From an optimization exercise on the open Yosys and OpenROAD flow, aimed at small area, a short achievable clock period and few clock cycles per item; shortcuts taken in it are not production practice. Where RTL was checked, it was by simulation tests only, not by an equivalence proof against the original. For runs 2 to 7, only the layout was checked, not whether the RTL still works. Power is estimated from default activity; no workload was simulated.

--- design/flow/config.mk ---
export PLATFORM = sky130hd
export DESIGN_NAME = ring_producer_reserve_commit
export DESIGN_NICKNAME = ring_producer_reserve_commit
export VERILOG_FILES = /design/flow/design.v
export SDC_FILE = /design/flow/constraint.sdc
export NUM_CORES = 4
export LEC_CHECK = 0
export ABC_AREA = 1
export CAP_MARGIN = 20
export CORE_MARGIN = 2
export CORE_UTILIZATION = 65
export CTS_BUF_LIST = sky130_fd_sc_hd__clkbuf_4 sky130_fd_sc_hd__clkbuf_8
export CTS_CLUSTER_SIZE = 24
export SETUP_SLACK_MARGIN = 2.5
export SLEW_MARGIN = 20
--- design/flow/constraint.sdc ---
create_clock -name core_clock -period 6.0 [get_ports {clk}]
set_input_delay 1.2000 -clock core_clock [delete_from_list [all_inputs] [get_ports {clk}]]
set_output_delay 1.2000 -clock core_clock [all_outputs]
set_load 0.01 [all_outputs]
--- design/flow/design.v ---
`timescale 1ns / 1ps
`default_nettype none
package rprc_pkg;
  localparam int MAX_RING_BITS = 16;
  localparam int CFG_INDEX_W   = 3;
  localparam int CFG_DATA_W    = 64;
  typedef enum logic [CFG_INDEX_W-1:0] {
    REG_RING_SIZE_LOG2    = 3'd0,
    REG_MAX_MESSAGE_BYTES = 3'd1,
    REG_MESSAGES_TOTAL    = 3'd2,
    REG_BYTES_TOTAL       = 3'd3,
    REG_FAILED_TOTAL      = 3'd4
  } reg_index_t;
  localparam logic [4:0]  RESET_RING_SIZE_LOG2    = 5'd10;
  localparam logic [16:0] RESET_MAX_MESSAGE_BYTES = 17'd4096;
  typedef enum logic [1:0] {
    ACT_RESERVE  = 2'd0,
    ACT_COMMIT   = 2'd1,
    ACT_ROLLBACK = 2'd2,
    ACT_PUSH     = 2'd3
  } action_t;
  typedef enum logic [2:0] {
    ST_OK     = 3'd0,
    ST_SIZE   = 3'd1,
    ST_CLOSED = 3'd2,
    ST_FULL   = 3'd3,
    ST_BUSY   = 3'd4,
    ST_NORES  = 3'd5
  } status_t;
  typedef struct packed {
    action_t     action;
    logic [19:0] message_length;
    logic [15:0] consumer_read_index;
    logic        reader_attached;
  } rprc_in_t;
  typedef struct packed {
    status_t     status;
    logic [15:0] slot_number;
    logic        prefix_write;
    logic [16:0] prefix_value;
    logic [15:0] published_write_index;
    logic [15:0] free_slots;
    logic [63:0] messages_total;
    logic [63:0] bytes_total;
    logic [63:0] failed_total;
  } rprc_out_t;
  typedef struct packed {
    logic [4:0]  ring_size_log2;
    logic [16:0] max_message_bytes;
  } rprc_cfg_t;
endpackage
`default_nettype wire
`timescale 1ns / 1ps
`default_nettype none
import rprc_pkg::*;
module rprc_core (
  input  wire logic         clk,
  input  wire logic         rst,
  input  wire logic         in_valid,
  output logic              in_ready,
  input  wire logic [38:0]  in_data,
  output logic              out_valid,
  input  wire logic         out_ready,
  output logic [260:0]      out_data,
  input  wire logic         cfg_we,
  input  wire logic [rprc_pkg::CFG_INDEX_W-1:0] cfg_index,
  input  wire logic [rprc_pkg::CFG_DATA_W-1:0]  cfg_data
);
  logic [3:0]  e_m1;
  logic [16:0] max_len;
  logic [4:0]  cfg_l;
  logic [3:0]  cfg_e_m1;
  logic [15:0] mask;
  assign cfg_l    = cfg_data[4:0];
  assign cfg_e_m1 = (cfg_l == 5'd0) ? 4'd0 : (cfg_l[4] ? 4'd15 : 4'(cfg_l - 5'd1));
  always_ff @(posedge clk) begin
    if (rst) begin
      e_m1    <= 4'(RESET_RING_SIZE_LOG2 - 5'd1);
      max_len <= RESET_MAX_MESSAGE_BYTES;
    end else if (cfg_we) begin
      case (cfg_index)
        REG_RING_SIZE_LOG2:    e_m1    <= cfg_e_m1;
        REG_MAX_MESSAGE_BYTES: max_len <= cfg_data[16:0];
        default: ;
      endcase
    end
  end
  always_comb begin
    for (int i = 0; i < 16; i++) mask[i] = (i == 0) || (e_m1 >= 4'(i));
  end
  logic accept;
  assign in_ready = !rst && (!out_valid || out_ready);
  assign accept   = in_valid && in_ready;
  logic [15:0] wp;
  logic [15:0] wp1;        
  logic        hold;
  logic [15:0] held;
  logic [63:0] msgs, bytes, fails;
  logic [1:0]  act;
  logic [19:0] len;
  logic [15:0] rdi;
  logic        att;
  logic        len_ok, full;
  logic [2:0]  status;
  logic        publish, fail, take_slot, slot_flag, hold_next;
  logic [15:0] free0, free1, free_new;
  assign act = in_data[38:37];
  assign len = in_data[36:17];
  assign rdi = in_data[16:1];
  assign att = in_data[0];
  assign len_ok = (len != 20'd0) && (len <= {3'b000, max_len});
  assign full   = ((wp1 ^ rdi) & mask) == 16'd0;
  always_comb begin
    status    = ST_OK;
    publish   = 1'b0;
    fail      = 1'b0;
    take_slot = 1'b0;
    slot_flag = 1'b0;
    hold_next = hold;
    case (act)
      ACT_RESERVE: begin
        if (!len_ok)          status = ST_SIZE;
        else if (hold)        status = ST_BUSY;
        else if (!att)        status = ST_CLOSED;
        else if (full)        status = ST_FULL;
        else begin
          take_slot = 1'b1;
          slot_flag = 1'b1;
          hold_next = 1'b1;
        end
      end
      ACT_COMMIT: begin
        if (!len_ok)          status = ST_SIZE;
        else if (!hold)       status = ST_NORES;
        else begin
          slot_flag = 1'b1;
          publish   = 1'b1;
          hold_next = 1'b0;
        end
      end
      ACT_ROLLBACK: begin
        hold_next = 1'b0;
      end
      default: begin
        if (!len_ok)          status = ST_SIZE;
        else if (!att)        begin status = ST_CLOSED; fail = 1'b1; end
        else if (hold || full) begin status = ST_FULL; fail = 1'b1; end
        else begin
          take_slot = 1'b1;
          slot_flag = 1'b1;
          publish   = 1'b1;
        end
      end
    endcase
  end
  assign free0    = (rdi + ~wp) & mask;
  assign free1    = (rdi + ~wp1) & mask;
  assign free_new = publish ? free1 : free0;
  logic [63:0] cfg_z;
  logic ld_msgs, ld_bytes, ld_fails;
  assign cfg_z    = rst ? 64'd0 : cfg_data;
  assign ld_msgs  = rst || (cfg_we && (cfg_index == REG_MESSAGES_TOTAL));
  assign ld_bytes = rst || (cfg_we && (cfg_index == REG_BYTES_TOTAL));
  assign ld_fails = rst || (cfg_we && (cfg_index == REG_FAILED_TOTAL));
  logic inc_pub, inc_fail;
  assign inc_pub  = accept && publish;
  assign inc_fail = accept && fail;
  logic [63:0] msgs_ones, fails_ones;
  logic [46:0] bytes_ones;
  logic [17:0] bytes_lo;
  logic [63:0] msgs_next, fails_next, bytes_next;
  always_comb begin
    msgs_ones[0]  = 1'b1;
    fails_ones[0] = 1'b1;
    for (int i = 1; i < 64; i++) begin
      msgs_ones[i]  = &(msgs  | (64'hFFFF_FFFF_FFFF_FFFF << i));
      fails_ones[i] = &(fails | (64'hFFFF_FFFF_FFFF_FFFF << i));
    end
    bytes_ones[0] = 1'b1;
    for (int i = 1; i < 47; i++)
      bytes_ones[i] = &(bytes[63:17] | (47'h7FFF_FFFF_FFFF << i));
  end
  assign bytes_lo   = {1'b0, bytes[16:0]} + {1'b0, len[16:0]};
  assign msgs_next  = msgs  ^ (msgs_ones  & {64{inc_pub}});
  assign fails_next = fails ^ (fails_ones & {64{inc_fail}});
  assign bytes_next = {bytes[63:17] ^ (bytes_ones & {47{inc_pub && bytes_lo[17]}}),
                       inc_pub ? bytes_lo[16:0] : bytes[16:0]};
  always_ff @(posedge clk) begin
    if (rst) begin
      wp   <= 16'd0;
      wp1  <= 16'd1;
      hold <= 1'b0;
    end else if (accept) begin
      if (publish) begin
        wp  <= wp1;
        wp1 <= wp1 + 16'd1;
      end
      hold <= hold_next;
    end
  end
  always_ff @(posedge clk) begin
    if (accept && take_slot) held <= wp & mask;
  end
  always_ff @(posedge clk) begin
    msgs  <= ld_msgs  ? cfg_z : msgs_next;
    bytes <= ld_bytes ? cfg_z : bytes_next;
    fails <= ld_fails ? cfg_z : fails_next;
  end
  logic [2:0]  r_status;
  logic        r_slot;
  logic        r_pw;
  logic [16:0] r_len;
  logic [15:0] r_free;
  always_ff @(posedge clk) begin
    if (rst)         out_valid <= 1'b0;
    else if (accept) out_valid <= 1'b1;
    else if (out_ready) out_valid <= 1'b0;
  end
  always_ff @(posedge clk) begin
    if (accept) begin
      r_status <= status;
      r_slot   <= slot_flag;
      r_pw     <= publish;
      r_len    <= len[16:0];
      r_free   <= free_new;
    end
  end
  assign out_data = {r_status,
                     held & {16{r_slot}},
                     r_pw,
                     r_len & {17{r_pw}},
                     wp,
                     r_free,
                     msgs,
                     bytes,
                     fails};
endmodule
`default_nettype wire
`timescale 1ns / 1ps
`default_nettype none
import rprc_pkg::*;
module ring_producer_reserve_commit
#(
  parameter int INDEX_BITS = 16
) (
  input  wire logic                   clk,
  input  wire logic                   rst,
  input  wire logic                   in_valid,
  output logic                        in_ready,
  input  wire logic [38:0]            in_data,
  output logic                        out_valid,
  input  wire logic                   out_ready,
  output logic [260:0]                out_data,
  input  wire logic                   cfg_we,
  input  wire logic [rprc_pkg::CFG_INDEX_W-1:0] cfg_index,
  input  wire logic [rprc_pkg::CFG_DATA_W-1:0]  cfg_data
);
  rprc_core u_core (
    .clk       (clk),
    .rst       (rst),
    .in_valid  (in_valid),
    .in_ready  (in_ready),
    .in_data   (in_data),
    .out_valid (out_valid),
    .out_ready (out_ready),
    .out_data  (out_data),
    .cfg_we    (cfg_we),
    .cfg_index (cfg_index),
    .cfg_data  (cfg_data)
  );
endmodule
`default_nettype wire
--- design/flow/flow/run.sh ---
#!/bin/bash
# Standard layout, but the port buffers that global placement inserts on
# every input and output are the smallest buffer (buf_1) instead of the
# clkdlybuf4s50_1 the resizer picks by default.
set -euo pipefail
bash standard.sh finish BUFFER_PORTS_ARGS="-buffer_cell sky130_fd_sc_hd__buf_1" > flow_make.log 2>&1
--- design/flow/standard.sh ---
#!/bin/bash
# synth_recipe.tcl (not shown) runs the flow's synth.tcl, then flattens the netlist and writes it again
# the make line also repeats each setting of config.mk as NAME=value (left out here)
make -C /OpenROAD-flow-scripts/flow DESIGN_CONFIG=/design/flow/config.mk WORK_HOME=/design/flow/orfs CLKGATE_MAP_FILE= SYNTH_SCRIPT=/design/flow/synth_recipe.tcl "${@:-finish}"
==> summary.txt, run 1 <==
- Register area: roughly 0.0067 mm^2
- Vias per cell: ~5.7
- Longest Clk Path Bufs: 3
- Final setup vio count: 0
- Top-Level Pins: about 370
- Period utilization: a little under three fifths
- VDD IR max: about 0.20 mV
- Final non-filler cell total: between 3,000 and 4,000
- Max Cap Viol: 0
- Area contributors post-synth: dfxtp_1, nand2_1, edfxtp_1, inv_1, nand3_1
- PwrDens: 254 mW/mm^2
- Initial antenna violation count: 0
- Seq cells post-synth: 301
- Worst EP required: around 6.4 ns
- Via count: just over 20,000
- Slew Viols, Final: 0
- Syn avg cell area: 6.67 um^2
- Remaining global-route overflow: 0
- Dpl hpwl: roughly 43,000 um
- Final hold vios: 0
- CTS clk-pin slew, worst paths: about 0.07 ns
- Design area: roughly 0.022 mm^2
- P&R area growth vs syn: 16.0%
- Worst-margin pin slew: about 0.89 ns
- Share of cells above drive strength 1: between 5 and 6%
- Fmax: 0.295 GHz
- Placer Congestion: between 0.9 and 1
- Crit path max fanout: about 80
- Async SR Flop Fraction: 0%
- Initial Util: between 60 and 70%
- Ys flop type: dfxtp_1
- Root buffer cell: clkbuf_8
- Worst Setup End Kind: flip-flop
- Post-synthesis sequential area ratio: a little over a third
- CTS tree: built
- Post-synth EDFFs: 71
- Most frequent cells in the layout: nand2_1, buf_1, inv_1
- WL final: about 60,000 um
- M2 GR Usage: about three fifths
- Largest net degree at the start of global routing: a little over 80
- Placed cells: 3,484
- Setup Skew: around 0.028 ns
- Nets: between 3,000 and 4,000
- RSZ-0062 raised after global routing: yes
- Row count: 62
- Antenna-violating nets left: 0
- Synth cell types: 48
- DP Area: a little over 0.02 mm^2
- Multi-input logic area: 0.0102 mm^2
- Clk latency of the worst-skew pair: slightly below 0.6 ns
- Core Region: around 0.029 mm^2
- Status: timing/DRC/antenna clean
- 1st-iter DRT viols: approximately 2,200
- CP Class: in2reg
- Net count after synthesis: between 3,000 and 4,000
- GRT met3 Usage: under 10%
- Reg-to-reg setup timing slack: 2.93 ns
- First-pass detailed-route iteration total: 6
- Post-layout minimum cycle time: about 3.4 ns
- Vias in the first global route: 18,731
- CP startpoint kind: primary input
- Drt wl/cell: between 15 and 20 um
- Post-Syn Area: 0.0188 mm^2
- CTS Buf Count: slightly below 50
- Synth warn: 1
- Final core utilization: roughly three quarters
- Grt met1 use: approximately half
- Area leader, netlist: dfxtp_1
- Commonest non-fill, non-tap cell in the layout: nand2_1
- Slew HR: 41.0%
- Remaining DRCs: 0
- Final setup TNS: 0 ns
- Worst Hold Class: reg2reg
- # diodes: 0
- Sink Count: approximately 300
- Yosys top cell area share: approximately a quarter
- First-pass GRT wire length: approximately 94,000 um
- GR peak layer: met2
- Die outline width: around 170 um
- Fill cells: 2,351
- Die area: approximately 0.030 mm^2
- Total track usage: between 30% and 40%
- Buffers on Ports: 373
- WP data arrival: about 3.8 ns
- Leakage: 0.00944 uW
- H-tree Lvls: 2
- Die H: roughly 170 um
- Cells after synthesis: 2,820
-- critical path, stage by stage --
cell and delay, ns:
clkbuf_2 0.09, buf_4 0.48, clkinv_4 0.42, nand2_1 0.16, buf_4 0.36, inv_2 0.28
buf_4 0.43, nand2_1 0.18, o21ai_0 0.11
-- metrics by stage --
stage / total power, uW / hold slack [ns] / setup WS (ns)
after floorplan: 2970 / 0.433 / 2.57
after global placement: 3290 / 0.470 / 1.47
after detailed placement: 3310 / 0.472 / 1.31
after CTS: 5510 / 0.482 / 2.45
after global routing: 5740 / 0.521 / 2.47
final: 5530 / 0.488 / 2.61
-- cell usage after synthesis (3+ instances only) --
cell type,n
nor2_2,7
nor4_1,31
dfxtp_1,230
a21oi_1,147
or2_2,10
nand3b_1,26
nand4_1,43
a21boi_0,5
nor2_1,184
o31ai_1,4
edfxtp_1,71
inv_2,8
xnor2_1,11
ha_1,73
o21ai_1,39
o21ai_0,179
xor2_1,47
nand2_2,3
a211oi_1,6
nand3_1,220
nor3_2,8
buf_1,7
inv_1,367
o21bai_1,5
clkinv_1,3
nor2_4,7
fa_1,3
clkbuf_1,63
buf_6,10
nor3_1,102
nand2_1,852
buf_2,22
buf_4,7
-- registers in the layout (all words and copies together), names as in the netlist --
name	count
u_core.bytes	64
u_core.fails	64
u_core.msgs	64
u_core.max_len	17
u_core.r_len	17
u_core.held	16
u_core.r_free	16
u_core.wp1	16
u_core.wp	16
u_core.e_m1	4
u_core.r_status	3
u_core.hold	1
u_core.out_valid	1
u_core.r_pw	1
u_core.r_slot	1
-- report_power, final --
group | leakage [uW] | total [uW] | internal, uW | switching, uW
clock network | 0.000634 | 2210 | 1330 | 885
registers | 0.00256 | 2360 | 2220 | 137
logic | 0.00625 | 962 | 313 | 649
total | 0.00944 | 5530 | 3860 | 1670
-- layer usage --
metal | up-vias | share of wire (%) | wire length (um)
li1 | 9894 | - | -
met1 | 9267 | 41 | 24400
met2 | 1094 | 44 | 26500
met3 | 199 | 11 | 6300
met4 | 0 | 4.5 | 2680
met5 | - | 0 | 0
-- final timing paths --
kind	end	cells after the start	start
setup / recovery	u_core.fails[51]	9	rst
hold / removal	u_core.max_len[9]	2	u_core.max_len[9]
setup reg to reg	u_core.fails[63]	17	u_core.wp1[12]
hold reg to reg	u_core.max_len[9]	2	u_core.max_len[9]
-- layout make-up --
class / count / share of cell area, %
Clock buffer: 69 / 4.15
Clock inverter: 23 / 1.47
Inverter: 379 / 6.68
Multi-Input combinational cell: 2034 / 46.8
Sequential cell: 301 / 30.9
Tap cell: 384 / 2.20
Timing Repair Buffer: 405 / 7.84
-- logic make-up after synthesis --
logic type | count (synthesis) | synth area share [%]
compound gates | 396 | 11.1
xor+xnor | 58 | 2.70
fa+ha+maj | 76 | 5.18
buf+inv | 488 | 10.4
flops | 301 | 35.8
simple gates | 1501 | 34.8
-- timing repair --
action	in CTS	in global routing
endpoints found under the setup margin	173	180
hold buffers	0	0
pin swaps	1	2
resized for setup	8	13
buffers inserted	5	8
gates cloned	3	3
Testbench counts, summed over its fixed seeds: cycles 24,008, items 24,000.
==> run 2, diff against run 1 <==
--- a/design/flow/design.v
+++ b/design/flow/design.v
@@ -165,10 +165,11 @@
   logic inc_pub, inc_fail;
   assign inc_pub  = accept && publish;
   assign inc_fail = accept && fail;
+  logic        msgs_pend, fails_pend, bytes_pend;
   logic [63:0] msgs_ones, fails_ones;
   logic [46:0] bytes_ones;
   logic [17:0] bytes_lo;
-  logic [63:0] msgs_next, fails_next, bytes_next;
+  logic [63:0] msgs_tot, fails_tot, bytes_tot;
   always_comb begin
     msgs_ones[0]  = 1'b1;
     fails_ones[0] = 1'b1;
@@ -180,11 +181,10 @@
     for (int i = 1; i < 47; i++)
       bytes_ones[i] = &(bytes[63:17] | (47'h7FFF_FFFF_FFFF << i));
   end
-  assign bytes_lo   = {1'b0, bytes[16:0]} + {1'b0, len[16:0]};
-  assign msgs_next  = msgs  ^ (msgs_ones  & {64{inc_pub}});
-  assign fails_next = fails ^ (fails_ones & {64{inc_fail}});
-  assign bytes_next = {bytes[63:17] ^ (bytes_ones & {47{inc_pub && bytes_lo[17]}}),
-                       inc_pub ? bytes_lo[16:0] : bytes[16:0]};
+  assign msgs_tot  = msgs  ^ (msgs_ones  & {64{msgs_pend}});
+  assign fails_tot = fails ^ (fails_ones & {64{fails_pend}});
+  assign bytes_tot = {bytes[63:17] ^ (bytes_ones & {47{bytes_pend}}), bytes[16:0]};
+  assign bytes_lo  = {1'b0, bytes[16:0]} + {1'b0, len[16:0]};
   always_ff @(posedge clk) begin
     if (rst) begin
       wp   <= 16'd0;
@@ -202,9 +202,20 @@
     if (accept && take_slot) held <= wp & mask;
   end
   always_ff @(posedge clk) begin
-    msgs  <= ld_msgs  ? cfg_z : msgs_next;
-    bytes <= ld_bytes ? cfg_z : bytes_next;
-    fails <= ld_fails ? cfg_z : fails_next;
+    msgs       <= ld_msgs  ? cfg_z : msgs_tot;
+    fails      <= ld_fails ? cfg_z : fails_tot;
+    msgs_pend  <= !ld_msgs  && inc_pub;
+    fails_pend <= !ld_fails && inc_fail;
+  end
+  always_ff @(posedge clk) begin
+    if (ld_bytes) begin
+      bytes      <= cfg_z;
+      bytes_pend <= 1'b0;
+    end else begin
+      bytes[63:17] <= bytes_tot[63:17];
+      if (inc_pub) bytes[16:0] <= bytes_lo[16:0];
+      bytes_pend   <= inc_pub && bytes_lo[17];
+    end
   end
   logic [2:0]  r_status;
   logic        r_slot;
@@ -231,9 +242,9 @@
                      r_len & {17{r_pw}},
                      wp,
                      r_free,
-                     msgs,
-                     bytes,
-                     fails};
+                     msgs_tot,
+                     bytes_tot,
+                     fails_tot};
 endmodule
 `default_nettype wire
 `timescale 1ns / 1ps
--- a/design/flow/config.mk
+++ b/design/flow/config.mk
@@ -5,7 +5,6 @@
 export SDC_FILE = /design/flow/constraint.sdc
 export NUM_CORES = 4
 export LEC_CHECK = 0
-export ABC_AREA = 1
 export CAP_MARGIN = 20
 export CORE_MARGIN = 2
 export CORE_UTILIZATION = 65
==> run 2 against run 1 <==
Against the previous run: area after synthesis down 7.0%; the flow now stops in global routing (5_1_grt); synthesized cell count shrank 21%.
==> summary.txt, run 2 <==
- Synth warn: 1
- Ys flop type: dfxtp_1
- Sink Count: roughly 300
- Remaining global-route overflow: 250
- Total track usage: 90.1%
- Area contributors post-synth: dfxtp_1, edfxtp_1, nor2_1, xnor2_1, nand2_1
- Placed cells: between 2,000 and 3,000
- Area leader, netlist: dfxtp_1
- Net count after synthesis: around 2,400
- Worst_ep grt: out_data[60]
- CTS Buf Count: 50
- Count leader, synth: nor2_1
- Die outline width: between 150 and 200 um
- Post-synth EDFFs: just over 70
- Yosys top cell area share: about a quarter
- Async SR Flop Fraction: 0%
- Cts hold-fix bufs: 0
- Syn avg cell area: just under 8 um^2
- Initial Util: 65.6%
- Top-Level Pins: about 370
- Root buffer cell: clkbuf_8
- Row count: 60
- H-tree Lvls: 2
- Die H: 168 um
- Synth cell types: between 60 and 70
- Worst_ep kind: output port
- Placer Congestion: approximately 0.94
- Longest Clk Path Bufs: 3
- Failed at: global routing (5_1_grt)
- Buffers on Ports: about 370
- Post-Syn Area: approximately 0.017 mm^2
- Top cells by count, synth: nor2_1, nand2_1, dfxtp_1, nor3_1, xnor2_1
- Dpl hpwl: 41,100 um
- Post-synthesis sequential area ratio: 38.9%
- Largest net degree at the start of global routing: 95
- Cells after synthesis: approximately 2,200
- Status: did not finish
- Error: [ERROR GRT-0232] Routing congestion too high. Check the congestion heatmap in the GUI.
- Seq cells post-synth: between 300 and 400
[run 2: worst max-delay path by stage]
stage,start,endpoint,slack (ns)
after floorplan,u_core.fails[1],out_data[60],2.31
after global placement,in_data[26],u_core.held[0],1.87
after detailed placement,in_data[26],u_core.held[2],1.75
after CTS,u_core.fails[1],out_data[60],1.54
[run 2: cells by family after synthesis]
logic type,share of synthesized area (%)
compound gates,9.63
simple gates,29.4
flops,38.9
mux,0.408
fa+ha+maj,5.57
xor+xnor,10.6
buf+inv,5.55
[run 2: what timing repair did]
action,4_1_cts
setup endpoints to repair,155
pin swaps,129
resized for setup,434
setup buffers,138
endpoints found under the hold margin,0
[run 2: per-layer routing]
layer	GRT overflow	GRT usage [%]
met1	21	89.5
met2	124	99.3
met3	14	81.3
met4	91	93.3
met5	0	59.3
[run 2: through the flow]
stage	power, uW	worst slack (ns)	util (%)	hold WS (ns)	cell area [um^2]
CTS	4890	1.54	86.7	0.454	23100
detailed placement	2950	1.75	72.2	0.447	19200
global placement	2940	1.87	72.2	0.443	19200
floorplan	2740	2.31	-	0.436	17900
[run 2: power by group through the flow]
stage	Sequential, uW	Combinational (uW)	Clock [uW]
CTS	2240	728	1920
global placement	2270	664	0
detailed placement	2280	676	0
floorplan	2260	476	0
==> run 3, diff against run 2 <==
--- a/design/flow/design.v
+++ b/design/flow/design.v
@@ -162,14 +162,13 @@
   assign ld_msgs  = rst || (cfg_we && (cfg_index == REG_MESSAGES_TOTAL));
   assign ld_bytes = rst || (cfg_we && (cfg_index == REG_BYTES_TOTAL));
   assign ld_fails = rst || (cfg_we && (cfg_index == REG_FAILED_TOTAL));
-  logic inc_pub, inc_fail;
+  logic inc_pub, inc_fail, inc_hi;
   assign inc_pub  = accept && publish;
   assign inc_fail = accept && fail;
-  logic        msgs_pend, fails_pend, bytes_pend;
   logic [63:0] msgs_ones, fails_ones;
   logic [46:0] bytes_ones;
   logic [17:0] bytes_lo;
-  logic [63:0] msgs_tot, fails_tot, bytes_tot;
+  logic [63:0] msgs_keep, fails_keep, bytes_keep;
   always_comb begin
     msgs_ones[0]  = 1'b1;
     fails_ones[0] = 1'b1;
@@ -181,41 +180,43 @@
     for (int i = 1; i < 47; i++)
       bytes_ones[i] = &(bytes[63:17] | (47'h7FFF_FFFF_FFFF << i));
   end
-  assign msgs_tot  = msgs  ^ (msgs_ones  & {64{msgs_pend}});
-  assign fails_tot = fails ^ (fails_ones & {64{fails_pend}});
-  assign bytes_tot = {bytes[63:17] ^ (bytes_ones & {47{bytes_pend}}), bytes[16:0]};
-  assign bytes_lo  = {1'b0, bytes[16:0]} + {1'b0, len[16:0]};
+  assign bytes_lo   = {1'b0, bytes[16:0]} + {1'b0, len[16:0]};
+  assign inc_hi     = inc_pub && bytes_lo[17];
+  assign msgs_keep  = ld_msgs  ? cfg_z : msgs;
+  assign fails_keep = ld_fails ? cfg_z : fails;
+  assign bytes_keep = ld_bytes ? cfg_z : bytes;
+  always_ff @(posedge clk) begin
+    msgs         <= msgs_keep  ^ (msgs_ones  & {64{inc_pub}});
+    fails        <= fails_keep ^ (fails_ones & {64{inc_fail}});
+    bytes[63:17] <= bytes_keep[63:17] ^ (bytes_ones & {47{inc_hi}});
+    bytes[16:0]  <= bytes_keep[16:0]  ^ ((bytes_lo[16:0] ^ bytes[16:0]) & {17{inc_pub}});
+  end
+  logic [15:0] wp_flip, wp1_flip;
+  logic        take;
+  always_comb begin
+    wp_flip[0]  = 1'b1;
+    wp1_flip[0] = 1'b1;
+    for (int i = 1; i < 16; i++) begin
+      wp_flip[i]  = &(wp  | (16'hFFFF << i));
+      wp1_flip[i] = &(wp1 | (16'hFFFF << i));
+    end
+  end
+  assign take      = accept && take_slot;
   always_ff @(posedge clk) begin
     if (rst) begin
       wp   <= 16'd0;
       wp1  <= 16'd1;
-      hold <= 1'b0;
-    end else if (accept) begin
-      if (publish) begin
-        wp  <= wp1;
-        wp1 <= wp1 + 16'd1;
-      end
-      hold <= hold_next;
-    end
-  end
-  always_ff @(posedge clk) begin
-    if (accept && take_slot) held <= wp & mask;
-  end
-  always_ff @(posedge clk) begin
-    msgs       <= ld_msgs  ? cfg_z : msgs_tot;
-    fails      <= ld_fails ? cfg_z : fails_tot;
-    msgs_pend  <= !ld_msgs  && inc_pub;
-    fails_pend <= !ld_fails && inc_fail;
-  end
-  always_ff @(posedge clk) begin
-    if (ld_bytes) begin
-      bytes      <= cfg_z;
-      bytes_pend <= 1'b0;
     end else begin
-      bytes[63:17] <= bytes_tot[63:17];
-      if (inc_pub) bytes[16:0] <= bytes_lo[16:0];
-      bytes_pend   <= inc_pub && bytes_lo[17];
-    end
+      wp   <= wp  ^ (wp_flip  & {16{inc_pub}});
+      wp1  <= wp1 ^ (wp1_flip & {16{inc_pub}});
+    end
+  end
+  always_ff @(posedge clk) begin
+    if (rst)         hold <= 1'b0;
+    else if (accept) hold <= hold_next;
+  end
+  always_ff @(posedge clk) begin
+    if (take) held <= wp & mask;
   end
   logic [2:0]  r_status;
   logic        r_slot;
@@ -242,9 +243,9 @@
                      r_len & {17{r_pw}},
                      wp,
                      r_free,
-                     msgs_tot,
-                     bytes_tot,
-                     fails_tot};
+                     msgs,
+                     bytes,
+                     fails};
 endmodule
 `default_nettype wire
 `timescale 1ns / 1ps
==> run 3 against run 2 <==
Against the previous run: now clean on timing, DRC and antenna; area after synthesis up 1.5%; synthesized cell count up 3.2%.
==> summary.txt, run 3 <==
- Leakage: approximately 0.0076 uW
- Post-Syn Area: around 0.018 mm^2
- XOR/XNOR Fraction of Synth Area: 13.3%
- Longest Clk Path Bufs: 3
- Total power draw: around 4600 uW
- Total track usage: roughly two fifths
- Hold Path End: u_core.max_len[16]
- Row count: 60
- CTS clk-pin slew, worst paths: approximately 0.070 ns
- Status: timing/DRC/antenna clean
- Async SR Flop Fraction: 0%
- WP data arrival: slightly below 4 ns
- Most frequent cells in the layout: nand2_1, buf_1, a21oi_1
- Synth Area in Compound Gates: 12.6%
- Share of power burned in registers: a little under half
- Final setup vio count: 0
- Root buffer cell: clkbuf_8
- Hold path cells: 2
- Remaining global-route overflow: 0
- Die area: 0.0286 mm^2
- P_int: around 3400 uW
- Worst Setup End Kind: flip-flop
- CP startpoint kind: primary input
- Sink Count: 301
- Area leader, netlist: dfxtp_1
- H-tree Lvls: 2
- Sw Share: roughly 27%
- Max Cap Viol: 0
- Buffers on Ports: around 370
- Worst r2r src: u_core.wp1[0]
- Clk latency of the worst-skew pair: roughly 0.6 ns
- Hold Startpoint: u_core.max_len[16]
- Ys flop type: dfxtp_1
- Top flop regs: u_core.bytes (64), u_core.fails (64), u_core.msgs (64)
- Die H: 169 um
- Cells after synthesis: approximately 2,300
- DP Area: 0.0195 mm^2
- Placed cells: approximately 2,900
- Fmax: 0.282 GHz
- Simple-gate share of the synthesized area: approximately 27%
- First-pass detailed-route iteration total: 6
- Net switching power: around 1200 uW
- CP Class: in2reg
- Post-layout minimum cycle time: around 3.5 ns
- Post-synth EDFFs: 54
- Clock share of power: ~42%
- Synth warn: 1
- Period utilization: roughly 59%
- Seq cells post-synth: 301
- Design area: about 0.021 mm^2
- Core Region: 0.0269 mm^2
- Net count after synthesis: between 2,000 and 2,500
- Initial antenna violation count: 1
- Post-synthesis sequential area ratio: a little under two fifths
- Setup Skew: between 0.02 and 0.025 ns
- Placer Congestion: 0.937
- RR Endpoint: u_core.r_free[15]
- Worst R2R Path Depth: 11
- Syn avg cell area: approximately 7.8 um^2
- Fill cells: 1,943
- First-pass GRT wire length: approximately 88,000 um
- RSZ-0062 raised after global routing: yes
- P&R area growth vs syn: 19.9%
- Die outline width: roughly 170 um
- Largest net degree at the start of global routing: around 210
- Comb power frac: around 11%
- Nets: 2,839
- PwrDens: 216 mW/mm^2
- Remaining DRCs: 0
- Via count: 18,327
- Vias in the first global route: approximately 17,000
- Commonest non-fill, non-tap cell in the layout: nand2_1
- Drt wl/cell: ~19 um
- Final non-filler cell total: 3,034
- Worst Hold Class: reg2reg
- Top-Level Pins: ~370
- Slew Viols, Final: 0
- Synth cell types: 78
- Worst-margin pin slew: approximately 1.1 ns
- CTS tree: built
- Reg-to-reg setup timing slack: 2.57 ns
- Area contributors post-synth: dfxtp_1, nand2_1, xnor2_1, edfxtp_1, a21oi_1
- Post-Synth Adder-Cell Area: under 10%
- Top cells by count, synth: nand2_1, a21oi_1, dfxtp_1, xnor2_1, nor2_1
- CP Launch Point: in_data[20]
- Cts hold-fix bufs: 0
- Final setup TNS: 0 ns
- Share of cells above drive strength 1: about 9.7%
- Largest family of logic cells by synthesized area: simple AND/OR/NAND/NOR gates
- Mux share of post-synthesis cell area: less than 1%
- Slew HR: approximately 25%
- Yosys top cell area share: between 20% and 30%
- 1st-iter DRT viols: approximately 1,900
- CTS Buf Count: just over 50
- Count leader, synth: nand2_1
- Dpl hpwl: just over 40,000 um
- VDD IR max: around 0.16 mV
- Antenna-violating nets left: 0
- Final core utilization: between 70 and 80%
- Initial Util: roughly two thirds
- WL final: between 50,000 and 60,000 um
- Crit path max fanout: 8
- Final hold vios: 0
- Worst EP required: ~6.4 ns
- Vias per cell: around 6.0
==> run 3: changes by cell type after synthesis, sizes merged, moves of 24 or more <==
cell	change
nor2	-243
nor3	-121
xnor2	+48
inv	-24
nand2	+275
a21oi	+130
==> run 3: power by group through the flow <==
| stage | clock [uW] | sequential [uW] | combinational [uW] |
|---|---|---|---|
| after detailed placement | 0 | 2180 | 465 |
| after global placement | 0 | 2180 | 452 |
| after floorplan | 0 | 2190 | 286 |
| after global routing | 2030 | 2150 | 551 |
| after CTS | 1940 | 2140 | 472 |
| final | 1940 | 2140 | 510 |
==> run 3: kinds of logic (layout without fill, tap and decap cells) <==
family / Yosys count / in the layout
mux: 4 / 4
buf+inv: 198 / 601
simple gates: 1047 / 1050
compound gates: 395 / 395
fa+ha+maj: 72 / 72
other cells: 0 / 1
xor+xnor: 269 / 269
flops: 301 / 301
==> run 3: worst max path at each step <==
stage                   endpoint  slack, ns  cells past startpoint
3_5_place_dp     u_core.msgs[15]       1.31                     12
4_1_cts         u_core.r_free[5]       2.45                     14
2_1_floorplan      u_core.wp[13]       2.23                     10
6_report          u_core.wp1[12]       2.46                     12
5_1_grt        u_core.r_free[15]       2.34                     11
3_3_place_gp     u_core.bytes[8]       1.42                     11
==> run 3: cell type report <==
class	count	area, um^2	share of cell area (%)
clock inverters	5	25.0	0.118
multi-input cells	1790	11000	51.8
diodes	1	2.50	0.0118
well taps	341	427	2.00
inverters	91	349	1.64
repair buffers	421	1850	8.68
clock buffers	84	1040	4.87
flip-flops and latches	301	6570	30.9
==> run 3: repair_timing <==
item	4_1_cts	5_1_grt
resized for setup	29	62
hold endpoints to repair	0	0
pin swaps	10	31
endpoints found under the setup margin	194	169
cloned	2	1
buffers inserted	16	21
==> run 3: layer usage <==
layer,part of all wire [%],track usage (%),wire length (um),up-vias
li1,-,-,-,8484
met1,39,49.8,22800,8569
met2,46,61.8,26600,1059
met3,10,7.70,5940,215
met4,5.3,19.2,3110,0
met5,0,0,0,-
==> run 3: stage by stage <==
step	worst slack, ns	hold WS [ns]
after floorplan	2.23	0.436
after global placement	1.42	0.442
after detailed placement	1.31	0.447
after CTS	2.45	0.455
after global routing	2.34	0.483
final	2.46	0.456
==> run 3: worst max-delay path, cell delays in order <==
cell      delay, ns
clkbuf_2       0.12
ha_1           0.37
a21oi_2        0.21
a21oi_2        0.08
o311a_4        0.39
or4_4          0.56
buf_4          0.18
nor2_4         0.27
buf_12         0.16
nand3_1        0.09
xnor2_1        0.24
nor2_1         0.08
==> run 4, diff against run 3 <==
--- a/design/flow/design.v
+++ b/design/flow/design.v
@@ -103,7 +103,6 @@
   logic        len_ok, full;
   logic [2:0]  status;
   logic        publish, fail, take_slot, slot_flag, hold_next;
-  logic [15:0] free0, free1, free_new;
   assign act = in_data[38:37];
   assign len = in_data[36:17];
   assign rdi = in_data[16:1];
@@ -153,9 +152,6 @@
       end
     endcase
   end
-  assign free0    = (rdi + ~wp) & mask;
-  assign free1    = (rdi + ~wp1) & mask;
-  assign free_new = publish ? free1 : free0;
   logic [63:0] cfg_z;
   logic ld_msgs, ld_bytes, ld_fails;
   assign cfg_z    = rst ? 64'd0 : cfg_data;
@@ -222,7 +218,7 @@
   logic        r_slot;
   logic        r_pw;
   logic [16:0] r_len;
-  logic [15:0] r_free;
+  logic [15:0] r_rdi;
   always_ff @(posedge clk) begin
     if (rst)         out_valid <= 1'b0;
     else if (accept) out_valid <= 1'b1;
@@ -234,15 +230,17 @@
       r_slot   <= slot_flag;
       r_pw     <= publish;
       r_len    <= len[16:0];
-      r_free   <= free_new;
-    end
-  end
+      r_rdi    <= rdi;
+    end
+  end
+  logic [15:0] free_slots;
+  assign free_slots = (r_rdi + ~wp) & mask;
   assign out_data = {r_status,
                      held & {16{r_slot}},
                      r_pw,
                      r_len & {17{r_pw}},
                      wp,
-                     r_free,
+                     free_slots,
                      msgs,
                      bytes,
                      fails};
--- a/design/flow/config.mk
+++ b/design/flow/config.mk
@@ -5,10 +5,11 @@
 export SDC_FILE = /design/flow/constraint.sdc
 export NUM_CORES = 4
 export LEC_CHECK = 0
+export ABC_AREA = 1
 export CAP_MARGIN = 20
 export CORE_MARGIN = 2
 export CORE_UTILIZATION = 65
 export CTS_BUF_LIST = sky130_fd_sc_hd__clkbuf_4 sky130_fd_sc_hd__clkbuf_8
 export CTS_CLUSTER_SIZE = 24
-export SETUP_SLACK_MARGIN = 2.5
+export SETUP_SLACK_MARGIN = 3.0
 export SLEW_MARGIN = 20
==> run 4 against run 3 <==
Against the previous run: synthesized cell count is 21% higher; clock skew is 0.021 ns higher; hold slack better by 0.030 ns; via count is 11% higher; fmax is 14% lower; critical path depth is 4 higher; flip-flop and latch count stayed put; core utilization is 0.61 points higher; largest cell class unchanged; largest power group unchanged.
==> summary.txt, run 4 <==
- Sink Count: 301
- Yosys top cell area share: a little over a quarter
- Synth cell types: 43
- Post-synth EDFFs: 54
- Synth warn: 1
- CP Class: reg2out
- Seq cells post-synth: around 300
- Vias per cell: between 5 and 6
- Remaining global-route overflow: 0
- H-tree Lvls: 2
- Root buffer cell: clkbuf_8
- WP data arrival: roughly 3 ns
- Initial Util: roughly two thirds
- P_int: ~3700 uW
- PwrDens: ~240 mW/mm^2
- Die H: between 150 and 200 um
- Buf+Inv Stages, Crit Path: 4
- Longest Clk Path Bufs: 3
- Via count: approximately 20,000
- Total power draw: roughly 5400 uW
- Initial antenna violation count: 0
- Worst Setup Slack, final: between 1.5 and 2 ns
- Row count: 62
- Async SR Flop Fraction: 0%
- CTS tree: built
- Ys flop type: dfxtp_1
- Drt wl/cell: between 15 and 20 um
- Core Region: 0.0286 mm^2
- Area leader, netlist: dfxtp_1
- Sw Share: 32.4%
- Clk latency of the worst-skew pair: ~0.62 ns
- Commonest non-fill, non-tap cell in the layout: nand2_1
- Remaining DRCs: 0
- Largest family of logic cells by synthesized area: simple AND/OR/NAND/NOR gates
- Crit path max-delay cell type: dfxtp_4
- Buffers on Ports: 373
- Pre-CTS setup slack: 1.68 ns
- Max Cap Viol: 0
- Post-layout minimum cycle time: just over 4 ns
- Clock share of power: between 30% and 40%
- Vias in the first global route: 18,477
- Post-Synth Adder-Cell Area: around 4%
- Antenna-violating nets left: 0
- CP startpoint kind: flip-flop
- VDD IR max: between 0.15 and 0.2 mV
- Share of cells above drive strength 1: 11.6%
- Worst EP required: 4.80 ns
- Final hold vios: 0
- Worst Setup End Kind: primary output
- Net switching power: roughly 1800 uW
- Mux share of post-synthesis cell area: under 10%
- P&R area growth vs syn: 21.4%
- Area contributors post-synth: dfxtp_1, nand2_1, inv_1, edfxtp_1, nor2_1
- Fmax: roughly 0.24 GHz
- Slew HR: a little under a third
- Leakage: around 0.01 uW
- Top cells by count, synth: nand2_1, inv_1, nor2_1, dfxtp_1, o21ai_0
- Die area: between 0.03 and 0.04 mm^2
- Setup Skew: 0.0446 ns
- Dpl hpwl: 41,300 um
- WL final: 62,600 um
- Post-synthesis sequential area ratio: between 30% and 40%
- First-pass GRT wire length: about 90,000 um
- XOR/XNOR Fraction of Synth Area: 8.47%
- Period utilization: between 60 and 70%
- Share of power burned in registers: between 40 and 50%
- Placed cells: approximately 3,400
- Syn avg cell area: about 6.8 um^2
- # diodes: 0
- Net count after synthesis: ~2,900
- 1st-iter DRT viols: roughly 2,000
- Post-Syn Area: 0.0188 mm^2
- CP Cell Sequence: inv_4, ha_4, inv_2, fa_2, inv_2, nand3_4, a21oi_4, nor2_4, nor2_4, o22ai_2, o21ai_2, nand3_1, nand2_1, nand2_1, a21oi_2, buf_2
- Die outline width: between 150 and 200 um
- Crit path max fanout: 2
- CTS Buf Count: 52
- Most frequent cells in the layout: nand2_1, inv_1, buf_1
- RSZ-0062 raised after global routing: yes
- Final setup vio count: 0
- Slowest stage delay, CP: between 0.3 and 0.4 ns
- Status: timing/DRC/antenna clean
- Count leader, synth: nand2_1
- Top flop regs: u_core.bytes (64), u_core.fails (64), u_core.msgs (64)
- Placer Congestion: around 0.96
- Cells after synthesis: ~2,800
- Top-Level Pins: 374
- Final setup TNS: 0 ns
- CTS clk-pin slew, worst paths: ~0.070 ns
- Synth Area in Compound Gates: approximately 7.6%
- Largest net degree at the start of global routing: around 110
- Nets: 3,324
- Final non-filler cell total: 3,573
- Total track usage: between 30% and 40%
- Simple-gate share of the synthesized area: a little under a third
- Comb power frac: around a fifth
- First-pass detailed-route iteration total: 8
- Slew Viols, Final: 0
- Cts hold-fix bufs: 0
- Worst-margin pin slew: 1.02 ns
- Worst Hold Class: reg2reg
- Delay-heaviest family, CP: compound AO/OA/AOI/OAI gates
==> run 4: changes by cell type in the layout (fill, tap and decap cells not counted), sizes merged, moves of 37 or more <==
cell,change
and3,-44
nand2,+186
nor3,+62
mux2,+37
xnor2,-89
nand3,+60
o21ai,+121
and2,-50
a21oi,-179
nor2,+135
inv,+349
==> run 4: cell families after synthesis <==
family | Yosys count
xor gates and xnor gates | 182
and+or+nand+nor | 1364
AOI/OAI and AO/OA | 275
adders and majority gates | 59
buffers and inverters | 547
DFF | 301
muxes | 38
==> run 4: layout make-up <==
class | instances | area, um^2
Sequential cell | 301 | 6590
Timing Repair Buffer | 433 | 2180
Timing Repair inverter | 1 | 5.00
Clock inverter | 9 | 78.8
Clock buffer | 80 | 970
Tap cell | 384 | 480
Inverter | 442 | 1690
Multi-Input combinational cell | 1923 | 10800
Fill cell | 2172 | 5780
==> run 4: final timing paths <==
path,startpoint,end,slack (ns),depth (start not counted)
worst max-delay path,u_core.wp[0],out_data[204],1.88,16
worst min-delay path,u_core.wp1[4],u_core.wp1[4],0.49,2
worst max register to register,u_core.e_m1[3],u_core.fails[57],3.19,13
worst min register to register,u_core.wp1[4],u_core.wp1[4],0.49,2
==> run 4: layer usage <==
metal  track usage [%]  wire length (um)  up-vias
met5                 0                 0        -
met4              19.3              3590        0
met3              8.73              6870      239
met2              60.9             28500     1178
met1              46.8             23700     9313
li1                  -                 -     9551
==> run 4: timing repair <==
item,in CTS,in global routing
gates cloned,6,5
endpoints found under the setup margin,232,224
pin swaps,18,28
buffers inserted,20,23
resized for setup,88,118
==> run 4: power by group through the flow <==
stage,combinational [uW],sequential [uW],clock [uW]
after CTS,1050,2330,1940
after global placement,984,2370,0
after detailed placement,1010,2370,0
final,1140,2330,1950
after floorplan,641,2400,0
after global routing,1240,2350,2040
==> run 4: worst register-to-register path, delay by kind of cell (launching register included) <==
family / cells / cell delay [ns]
simple gates: 11 / 1.93
flops: 1 / 0.42
buf+inv: 1 / 0.21
xor+xnor: 1 / 0.18
==> run 4: through the flow <==
| stage | area, um^2 | hold slack [ns] | util [%] |
|---|---|---|---|
| after floorplan | 18900 | 0.453 | - |
| after global placement | 20400 | 0.467 | 71.3 |
| after detailed placement | 20400 | 0.469 | 71.3 |
| after CTS | 22000 | 0.487 | 77.0 |
| after global routing | 22800 | 0.511 | 79.8 |
| final | 22800 | 0.486 | 79.8 |
==> run 5, diff against run 4 <==
--- a/design/flow/config.mk
+++ b/design/flow/config.mk
@@ -11,5 +11,5 @@
 export CORE_UTILIZATION = 65
 export CTS_BUF_LIST = sky130_fd_sc_hd__clkbuf_4 sky130_fd_sc_hd__clkbuf_8
 export CTS_CLUSTER_SIZE = 24
-export SETUP_SLACK_MARGIN = 3.0
+export SETUP_SLACK_MARGIN = 2.5
 export SLEW_MARGIN = 20
==> run 5 against run 4 <==
Against the previous run: worst setup slack improved by 0.033 ns; routed wire length shrank 5.3%; hold slack gained 0.0037 ns; sequential power hardly changed; total power fell by 0.62%; core utilization decreased by 2.4 points; global-route usage down 1.4 points; cell count shrank 0.56%; largest power group unchanged.
==> summary.txt, run 5 <==
- Die outline width: 174 um
- Largest family of logic cells by synthesized area: simple AND/OR/NAND/NOR gates
- Remaining DRCs: 0
- Multi-input logic area: roughly 0.010 mm^2
- Crit path max-delay cell type: edfxtp_1
- Fill cells: roughly 2,300
- Ys flop type: dfxtp_1
- First-pass GRT wire length: between 80,000 and 90,000 um
- Net count after synthesis: 2,936
- Cells after synthesis: approximately 2,800
- Status: timing/DRC/antenna clean
- Hold Startpoint: u_core.wp1[5]
- Core Region: 0.0286 mm^2
- RR Endpoint: u_core.wp[12]
- First-pass detailed-route iteration total: 7
- Seq cells post-synth: 301
- Slowest stage delay, CP: roughly 0.42 ns
- CTS Buf Count: 52
- Vias per cell: between 5 and 6
- Slew Viols, Final: 0
- CP Cell Sequence: ha_4, inv_2, fa_2, inv_2, nand3_4, a21oi_4, nor2_4, nor2_4, o22ai_2, o21ai_2, xor2_1, inv_1, nor2_1, buf_2
- Period utilization: between 60 and 70%
- Buffers on Ports: between 300 and 400
- Total track usage: a little over a third
- Count leader, synth: nand2_1
- Dpl hpwl: between 40,000 and 50,000 um
- Drt wl/cell: roughly 17 um
- Vias in the first global route: 18,036
- Initial Util: 65.7%
- Post-Synth Adder-Cell Area: under 10%
- Setup Skew: approximately 0.011 ns
- Post-synth EDFFs: 54
- Post-Syn Area: 0.0188 mm^2
- Area contributors post-synth: dfxtp_1, nand2_1, inv_1, edfxtp_1, nor2_1
- Reg-to-reg setup timing slack: 2.79 ns
- Hold path cells: 2
- CTS clk-pin slew, worst paths: around 0.07 ns
- CTS tree: built
- Root buffer cell: clkbuf_8
- Synth warn: 1
- Synth Area in Compound Gates: roughly 7.6%
- Top flop regs: u_core.bytes (64), u_core.fails (64), u_core.msgs (64)
- Clk latency of the worst-skew pair: 0.58 ns
- Worst EP required: 4.80 ns
- Commonest non-fill, non-tap cell in the layout: nand2_1
- CP startpoint kind: flip-flop
- Post-layout minimum cycle time: around 4.1 ns
- RSZ-0062 raised after global routing: yes
- Yosys top cell area share: approximately a quarter
- Antenna-violating nets left: 0
- Die area: 0.0303 mm^2
- Share of cells above drive strength 1: 9.34%
- Initial antenna violation count: 0
- Longest Clk Path Bufs: 3
- Final core utilization: between 70% and 80%
- CP Class: reg2out
- Synth cell types: 43
- WP data arrival: just under 3 ns
- P&R area growth vs syn: 17.7%
- Final setup TNS: 0 ns
- Simple-gate share of the synthesized area: 31.1%
- Syn avg cell area: just under 7 um^2
- Mux share of post-synthesis cell area: about 2.3%
- PwrDens: around 240 mW/mm^2
- Worst r2r src: u_core.e_m1[3]
- Crit path max fanout: 2
- Worst Setup End Kind: primary output
- Fmax: between 0.2 and 0.25 GHz
- Worst R2R Path Depth: 14
- 1st-iter DRT viols: between 1,500 and 2,000
- Sink Count: about 300
- Hold Path End: u_core.wp1[5]
- Final setup vio count: 0
- Async SR Flop Fraction: 0%
- WL final: 59,300 um
- Via count: around 20,000
- Max Cap Viol: 0
- Most frequent cells in the layout: nand2_1, inv_1, buf_1
- XOR/XNOR Fraction of Synth Area: 8.47%
- Top cells by count, synth: nand2_1, inv_1, nor2_1, dfxtp_1, o21ai_0
- Worst-margin pin slew: slightly above 0.8 ns
- Post-synthesis sequential area ratio: 34.9%
- Remaining global-route overflow: 0
- Top-Level Pins: 374
- Row count: 62
- Largest net degree at the start of global routing: between 100 and 150
- H-tree Lvls: 2
- Final hold vios: 0
- Worst Hold Class: reg2reg
- Leakage: ~0.0095 uW
- Area leader, netlist: dfxtp_1
- VDD IR max: around 0.17 mV
- Delay-heaviest family, CP: adder cells
- Placer Congestion: around 0.93
- Die H: ~170 um
- Buf+Inv Stages, Crit Path: 4
- Register area: between 0.006 and 0.007 mm^2
- Nets: around 3,300
- Slew HR: ~45%
## run 5: cell counts after synthesis
No cell type changed its count.
## run 5: how the worst max path moves through the flow
stage                    startpoint                to  slack [ns]  cells after the start
floorplan              u_core.wp[0]     out_data[204]        2.58                     15
global placement        in_data[18]   u_core.fails[7]        1.72                     16
detailed placement      in_data[33]  u_core.fails[12]        1.60                     14
CTS                 u_core.r_rdi[0]     out_data[204]        1.99                     15
global route        u_core.r_rdi[0]     out_data[204]        1.80                     15
finish              u_core.r_rdi[0]     out_data[202]        1.91                     14
## run 5: area by class of cell
type,instances,area share [%]
clock buffers,88,4.90
well taps,384,2.17
repair buffers,410,8.03
multi-input cells,1920,47.4
flip-flops and latches,301,29.7
diodes,1,0.0113
inverters,442,7.58
clock inverters,7,0.192
## run 5: repair_timing
action | CTS | global route
buffers inserted | 10 | 12
hold endpoints to repair | 0 | 0
setup endpoints to repair | 108 | 168
hold buffers | 0 | 0
gates cloned | 1 | 3
pin swaps | 13 | 24
resized for setup | 64 | 60
## run 5: worst min-delay path: stages (launching register included)
cell     delay, ns
dfxtp_1       0.32
inv_1         0.07
a21oi_1       0.06
## run 5: logic make-up (layout without fill, tap and decap cells)
family                     Yosys count  in the layout
adders and majority gates           59             59
AOI/OAI and AO/OA                  275            275
xor gates and xnor gates           182            182
buffers and inverters              547            947
DFF                                301            301
other                                0              1
and+or+nand+nor                   1364           1366
muxes                               38             38
## run 5: metrics by stage
stage | std cells | cell area, um^2 | total power, uW | hold slack [ns] | setup WS (ns)
after global routing | 3552 | 22100 | 5610 | 0.510 | 1.80
after global placement | 3431 | 20300 | 3330 | 0.466 | 1.72
after floorplan | 2766 | 18800 | 3030 | 0.453 | 2.58
after CTS | 3537 | 21800 | 5350 | 0.489 | 1.99
after detailed placement | 3431 | 20300 | 3360 | 0.480 | 1.60
final | 3553 | 22100 | 5390 | 0.490 | 1.91
## run 5: power breakdown
part | internal, uW | switching, uW
combinational | 369 | 693
sequential | 2200 | 135
clock | 1140 | 862
total | 3700 | 1690
## run 5: routing by layer
metal  vias up  global-route usage, %  routed length [um]
met1      9102                   45.3               23400
met2      1054                   58.8               26900
met3       214                   8.29                5980
met4         0                   17.6                3010
met5         -                      0                   0
li1       9493                      -                   -
==> run 6, diff against run 5 <==
--- a/design/flow/design.v
+++ b/design/flow/design.v
@@ -103,6 +103,7 @@
   logic        len_ok, full;
   logic [2:0]  status;
   logic        publish, fail, take_slot, slot_flag, hold_next;
+  logic [15:0] free0, free_new;
   assign act = in_data[38:37];
   assign len = in_data[36:17];
   assign rdi = in_data[16:1];
@@ -152,6 +153,13 @@
       end
     endcase
   end
+  logic [15:0] free_flip;
+  assign free0 = rdi + ~wp;
+  always_comb begin
+    free_flip[0] = 1'b1;
+    for (int i = 1; i < 16; i++) free_flip[i] = ~|(free0 & ~(16'hFFFF << i));
+  end
+  assign free_new = (free0 ^ (free_flip & {16{publish}})) & mask;
   logic [63:0] cfg_z;
   logic ld_msgs, ld_bytes, ld_fails;
   assign cfg_z    = rst ? 64'd0 : cfg_data;
@@ -218,7 +226,7 @@
   logic        r_slot;
   logic        r_pw;
   logic [16:0] r_len;
-  logic [15:0] r_rdi;
+  logic [15:0] r_free;
   always_ff @(posedge clk) begin
     if (rst)         out_valid <= 1'b0;
     else if (accept) out_valid <= 1'b1;
@@ -230,17 +238,15 @@
       r_slot   <= slot_flag;
       r_pw     <= publish;
       r_len    <= len[16:0];
-      r_rdi    <= rdi;
-    end
-  end
-  logic [15:0] free_slots;
-  assign free_slots = (r_rdi + ~wp) & mask;
+      r_free   <= free_new;
+    end
+  end
   assign out_data = {r_status,
                      held & {16{r_slot}},
                      r_pw,
                      r_len & {17{r_pw}},
                      wp,
-                     free_slots,
+                     r_free,
                      msgs,
                      bytes,
                      fails};
==> run 6 against run 5 <==
Against the previous run: cell count increased by 5.9%; critical path depth fell by 6; total power is 0.60% higher; first-iteration DRC count increased by 2.9%; design area increased by 2.5%; count of clock-buffer cells in the layout decreased by 4; clock power is 4% higher; hold slack gained 0.011 ns; core utilization down 2.6 points; worst setup slack better by 0.71 ns; die area up 5.6%; largest power group unchanged.
==> summary.txt, run 6 <==
- Root buffer cell: clkbuf_8
- CTS Buf Count: 53
- Initial Util: 65.5%
- Post-synth EDFFs: between 50 and 60
- Vias in the first global route: 19,370
- Top layer in use: met4
- Syn avg cell area: 6.62 um^2
- Core Region: roughly 0.030 mm^2
- Slowest stage delay, CP: around 0.80 ns
- Yosys top cell area share: between 20 and 25%
- Metal-1 WL: approximately 25,000 um
- XOR/XNOR Fraction of Synth Area: under 10%
- Leakage: 0.0101 uW
- Buf+Inv Stages, Crit Path: 4
- Commonest non-fill, non-tap cell in the layout: nand2_1
- Largest net degree at the start of global routing: about 110
- Met2 WL post-DR: 28,200 um
- Crit path max fanout: ~100
- H-tree Lvls: 2
- Initial antenna violation count: 3
- CP Class: in2reg
- Via count: approximately 21,000
- Clk latency of the worst-skew pair: 0.60 ns
- WP data arrival: 3.93 ns
- Setup Skew: roughly 0.027 ns
- VDD IR max: roughly 0.17 mV
- 1st-iter DRT viols: approximately 2,000
- Worst-margin pin slew: about 1.1 ns
- Fmax: approximately 0.30 GHz
- Post-synthesis sequential area ratio: around a third
- Period utilization: between 50 and 60%
- Ys flop type: dfxtp_1
- Die outline width: about 180 um
- Final hold vios: 0
- Synth warn: 1
- Cells after synthesis: between 3,000 and 4,000
- Reg-to-reg setup timing slack: around 2.8 ns
- Count leader, synth: nand2_1
- Row count: 64
- Seq cells post-synth: 301
- Vias per cell: between 5 and 6
- Longest Clk Path Bufs: 3
- Final setup vio count: 0
- Synth cell types: 45
- Stages on worst setup path: 8
- Post-Synth Adder-Cell Area: 3.66%
- Die H: 179 um
- Met3 WL: roughly 6700 um
- P&R area growth vs syn: 14.1%
- Worst Setup End Kind: flip-flop
- Worst r2r src: u_core.fails[0]
- Die area: 0.0320 mm^2
- CTS tree: built
- Hold Path End: u_core.wp1[4]
- Delay-heaviest family, CP: buffers and inverters
- Synth Area in Compound Gates: around 8%
- Top flop regs: u_core.bytes (64), u_core.fails (64), u_core.msgs (64)
- Antenna-violating nets left: 0
- Most frequent CP cell: buf_4
- Area leader, netlist: dfxtp_1
- Fill cells: ~2,500
- Post-Syn Area: slightly below 0.02 mm^2
- Remaining global-route overflow: 0
- Cts hold-fix bufs: 0
- Buffers on Ports: about 370
- Area contributors post-synth: dfxtp_1, nand2_1, inv_1, edfxtp_1, nand4_1
- Total track usage: 37.9%
- Net count after synthesis: approximately 3,200
- Crit path max-delay cell type: buf_4
- Hold Startpoint: u_core.wp1[4]
- Worst R2R Path Depth: 10
- RR Endpoint: u_core.fails[63]
- WL final: between 60,000 and 70,000 um
- Mux share of post-synthesis cell area: 3.79%
- Top cells by count, synth: nand2_1, inv_1, dfxtp_1, nor2_1, o21ai_0
- Hold path cells: 2
- Final setup TNS: 0 ns
- Most frequent cells in the layout: nand2_1, inv_1, buf_1
- Final core utilization: between 70% and 80%
- Slew Viols, Final: 0
- CP Cell Sequence: buf_2, clkinv_1, buf_4, o41ai_2, buf_4, mux2_2, nand3b_1, nand2_1
- Sink Count: between 300 and 400
- Worst Hold Class: reg2reg
- First-pass GRT wire length: around 97,000 um
- Drt wl/cell: between 15 and 20 um
- Worst EP required: approximately 6.5 ns
- Simple-gate share of the synthesized area: 33.9%
- PwrDens: between 200 and 250 mW/mm^2
- Top-Level Pins: roughly 370
- Post-layout minimum cycle time: roughly 3.4 ns
- Dpl hpwl: 45,000 um
- Status: timing/DRC/antenna clean
- First-pass detailed-route iteration total: 9
- Remaining DRCs: 0
- RSZ-0062 raised after global routing: yes
- Slew HR: between 20% and 30%
- Placer Congestion: between 0.9 and 1
- Largest family of logic cells by synthesized area: simple AND/OR/NAND/NOR gates
- CTS clk-pin slew, worst paths: about 0.060 ns
- Nets: roughly 3,500
- Max Cap Viol: 0
- Async SR Flop Fraction: 0%
- CP startpoint kind: primary input
- Share of cells above drive strength 1: around 6.3%
run 6: area by class of cell:
class	count	area (um^2)	share of cell area, %
antenna	3	7.51	0.0331
clock buffer	84	1070	4.74
clock inverter	14	96.3	0.424
inverter	511	1950	8.59
multi-input combinational	2065	10900	47.9
sequential	301	6570	28.9
tap	396	495	2.18
timing repair buffer	387	1620	7.16
run 6: per-stage QoR:
stage | instances | setup WS [ns] | instance area (um^2) | power (uW) | hold slack (ns)
6_report | 3761 | 2.62 | 22700 | 5430 | 0.501
3_5_place_dp | 3656 | 1.59 | 21400 | 3330 | 0.483
4_1_cts | 3755 | 2.51 | 22600 | 5390 | 0.492
2_1_floorplan | 3003 | 2.54 | 19900 | 2990 | 0.446
3_3_place_gp | 3656 | 1.68 | 21400 | 3300 | 0.470
5_1_grt | 3761 | 2.47 | 22700 | 5630 | 0.506
run 6: metal layers:
metal | vias to the layer above | GRT usage (%)
li1 | 10260 | -
met1 | 9772 | 47.3
met2 | 1073 | 60.8
met3 | 219 | 9.48
met4 | 0 | 19.2
met5 | - | 0
run 6: cells by family after synthesis:
group,count (synthesis)
AOI/OAI and AO/OA,304
xor gates and xnor gates,117
adders and majority gates,57
buffers and inverters,637
DFF,301
muxes,67
and+or+nand+nor,1520
run 6: report_power, final:
group	total, uW	switching (uW)	internal, uW
clock	2090	908	1180
combinational	1010	671	343
sequential	2330	129	2200
run 6: timing repair:
action	in CTS	in global routing
gates cloned	1	1
pin swaps	0	1
endpoints found under the setup margin	127	142
gates resized for setup	6	11
buffers inserted	0	0
run 6: worst max path at each step:
stage | start | end | slack, ns
after detailed placement | in_data[33] | u_core.msgs[57] | 1.59
after floorplan | in_data[33] | u_core.held[0] | 2.54
after CTS | in_data[33] | u_core.fails[10] | 2.51
final | rst | u_core.msgs[58] | 2.62
after global routing | in_data[33] | u_core.fails[10] | 2.47
after global placement | in_data[33] | u_core.bytes[17] | 1.68
run 6: worst register-to-register path, delay by kind of cell, from the launching register on:
| kind | cells | cell delay [ns] |
|---|---|---|
| and+or+nand+nor | 7 | 2.26 |
| DFF | 1 | 0.38 |
| buffers and inverters | 2 | 0.36 |
| xor gates and xnor gates | 1 | 0.14 |
==> run 7, diff against run 6 <==
--- a/design/flow/config.mk
+++ b/design/flow/config.mk
@@ -11,5 +11,6 @@
 export CORE_UTILIZATION = 65
 export CTS_BUF_LIST = sky130_fd_sc_hd__clkbuf_4 sky130_fd_sc_hd__clkbuf_8
 export CTS_CLUSTER_SIZE = 24
-export SETUP_SLACK_MARGIN = 2.5
+export SETUP_SLACK_MARGIN = 2.8
 export SLEW_MARGIN = 20
+export TNS_END_PERCENT = 10
==> run 7 against run 6 <==
Against the previous run: highest routed layer unchanged; fmax up 2.4%; critical endpoint is now u_core.bytes[18]; global-route usage is 0.29 points lower; largest cell class unchanged; critical path depth did not move.
==> summary.txt, run 7 <==
- Synth warn: 1
- VDD IR max: between 0.2 and 0.25 mV
- CTS clk-pin slew, worst paths: 0.06 ns
- First-pass detailed-route iteration total: 6
- Period utilization: 55.0%
- Area leader, netlist: dfxtp_1
- Commonest non-fill, non-tap cell in the layout: nand2_1
- Worst r2r src: u_core.fails[0]
- Worst EP required: 6.48 ns
- CP startpoint kind: primary input
- Hold Path End: u_core.wp1[4]
- Total power draw: 5290 uW
- Area contributors post-synth: dfxtp_1, nand2_1, inv_1, edfxtp_1, nand4_1
- WP data arrival: between 3 and 4 ns
- Clk latency of the worst-skew pair: between 0.5 and 0.6 ns
- Sink Count: about 300
- Longest Clk Path Bufs: 3
- Hold Startpoint: u_core.wp1[4]
- Fill cells: approximately 2,500
- First-pass GRT wire length: roughly 96,000 um
- Leakage: 0.0101 uW
- Fmax: roughly 0.30 GHz
- Dpl hpwl: roughly 45,000 um
- Remaining global-route overflow: 0
- Initial Util: 65.5%
- PwrDens: ~230 mW/mm^2
- RSZ-0062 raised after global routing: yes
- Cells after synthesis: approximately 3,000
- Hold path cells: 2
- Top flop regs: u_core.bytes (64), u_core.fails (64), u_core.msgs (64)
- Worst Hold Class: reg2reg
- Final core utilization: 74.8%
- CTS Buf Count: 52
- Crit path max fanout: 47
- Async SR Flop Fraction: 0%
- Share of cells above drive strength 1: under 10%
- Placer Congestion: 0.955
- Top cells by count, synth: nand2_1, inv_1, dfxtp_1, nor2_1, o21ai_0
- Seq cells post-synth: roughly 300
- Die outline width: ~180 um
- Final hold vios: 0
- Top-Level Pins: ~370
- Root buffer cell: clkbuf_8
- CP Class: in2reg
- WL final: between 60,000 and 70,000 um
- Nets: between 3,000 and 4,000
- Antenna-violating nets left: 0
- Post-synthesis sequential area ratio: between 30% and 40%
- CTS tree: built
- Post-synth EDFFs: 54
- Yosys top cell area share: between 20% and 30%
- Cts hold-fix bufs: 0
- Worst R2R Path Depth: 10
- Final setup vio count: 0
- Die H: about 180 um
- H-tree Lvls: 2
- Worst-margin pin slew: approximately 1.1 ns
- Reg-to-reg setup timing slack: roughly 3 ns
- Core Region: between 0.03 and 0.04 mm^2
- Via count: roughly 21,000
- Remaining DRCs: 0
- Max Cap Viol: 0
- WHS: around 0.49 ns
- Total track usage: around 38%
- Row count: 64
- Post-Syn Area: ~0.020 mm^2
- Largest net degree at the start of global routing: 113
- P&R area growth vs syn: 14.2%
- Count leader, synth: nand2_1
- Setup Skew: 0.0170 ns
- Syn avg cell area: around 6.6 um^2
- Post-layout minimum cycle time: about 3.3 ns
- Worst Setup End Kind: flip-flop
- Buffers on Ports: roughly 370
- Net count after synthesis: between 3,000 and 4,000
- Initial antenna violation count: 2
- Ys flop type: dfxtp_1
- 1st-iter DRT viols: 2,230
- Most frequent cells in the layout: nand2_1, inv_1, buf_1
- Vias per cell: about 5.7
- Synth cell types: 45
- RR Endpoint: u_core.fails[63]
- Vias in the first global route: approximately 19,000
- Final setup TNS: 0 ns
- Status: timing/DRC/antenna clean
- Slew Viols, Final: 0
- Drt wl/cell: roughly 17 um
- Slew HR: between 20 and 30%
- Die area: around 0.032 mm^2
-- run 7: repair_timing --
item,CTS,global route
pin swaps,1,1
setup endpoints to repair,255,222
buffers inserted,0,2
gates cloned,2,3
resized for setup,17,17
-- run 7: worst max-delay path, cell delays in order --
cell,delay (ns)
buf_1,0.31
ha_1,0.35
a21oi_1,0.19
o21ai_0,0.16
a21oi_1,0.51
nand3_4,0.59
nand4_1,0.36
nand2_1,0.09
-- run 7: worst max-delay path by stage --
stage | from | end | slack (ns) | cells past startpoint
detailed placement | in_data[24] | u_core.msgs[54] | 1.64 | 17
floorplan | in_data[1] | u_core.r_free[12] | 2.76 | 13
global route | rst | u_core.bytes[18] | 2.57 | 11
global placement | in_data[24] | u_core.msgs[54] | 1.75 | 17
CTS | in_data[28] | u_core.fails[10] | 2.61 | 15
finish | in_data[29] | u_core.bytes[18] | 2.70 | 8
-- run 7: stage by stage --
step	std cells	cell area, um^2	worst slack [ns]
after global placement	3657	21400	1.75
after global routing	3760	22700	2.57
after detailed placement	3657	21400	1.64
final	3761	22700	2.70
after CTS	3753	22500	2.61
after floorplan	3003	19900	2.76
-- run 7: final cells by class --
| type | instances | area (um^2) | share of cell area [%] |
|---|---|---|---|
| Antenna cell | 3 | 7.51 | 0.0330 |
| Clock buffer | 80 | 1010 | 4.46 |
| Clock inverter | 14 | 76.3 | 0.336 |
| Inverter | 511 | 1960 | 8.63 |
| Multi-Input combinational cell | 2066 | 10900 | 48.1 |
| Sequential cell | 301 | 6570 | 28.9 |
| Tap cell | 396 | 495 | 2.18 |
| Timing Repair Buffer | 389 | 1660 | 7.31 |
| Timing Repair inverter | 1 | 8.76 | 0.0386 |
-- run 7: kinds of logic after synthesis --
| group | share of synthesized area [%] |
|---|---|
| and+or+nand+nor | 33.9 |
| xor gates and xnor gates | 5.15 |
| DFF | 33.0 |
| muxes | 3.79 |
| adders and majority gates | 3.66 |
| buffers and inverters | 12.5 |
| AOI/OAI and AO/OA | 7.93 |
-- run 7: metal layers --
layer	vias up	global-route usage, %	routed length, um
met5	-	0	0
met4	0	19.4	3470
met3	242	8.59	6540
met2	1098	60.8	28400
met1	9699	47.0	25200
li1	10269	-	-
-- run 7: power by group --
group | switching, uW | total, uW | internal (uW)
sequential | 127 | 2320 | 2200
combinational | 671 | 1010 | 338
clock | 887 | 1960 | 1070
total | 1690 | 5290 | 3610

-- afterwards: timing with drivers on the ports --
The results above use ideal ports. As a check the final layouts listed here were re-extracted and re-timed, cells and wires unchanged.
Step 1 sets driving cells, clkbuf_16 on the clock port and buf_2 on the other inputs (assumed; they add their load-dependent delay and slew).
Step 2 also shifts input and output timing later by t, the mid clock arrival at the registers, as if the neighbouring blocks saw the same clock.
a / b / c = ideal ports / drivers / drivers and shift; a / b = the first two.
| run | t (ns) | slack for setup (ns) | worst data-port slew with drivers (ns) | pins driven straight from the clock port |
|---|---|---|---|---|
| run 1 | 0.627 | 2.610 / 2.638 / 2.011 | 0.08 | 1 |
| run 3 | 0.627 | 2.456 / 2.476 / 1.849 | 0.07 | 1 |
| run 4 | 0.649 | 1.877 / 1.826 / 2.321 | 0.07 | 1 |
| run 5 | 0.627 | 1.911 / 1.860 / 2.080 | 0.09 | 1 |
| run 6 | 0.641 | 2.617 / 2.646 / 2.004 | 0.09 | 1 |
| run 7 | 0.635 | 2.697 / 2.725 / 2.089 | 0.08 | 1 |
After both steps setup and hold are still met in every run listed. The setup slack of run 6, which loses most, moves by +0.029 ns with the drivers and by -0.613 ns with both steps.
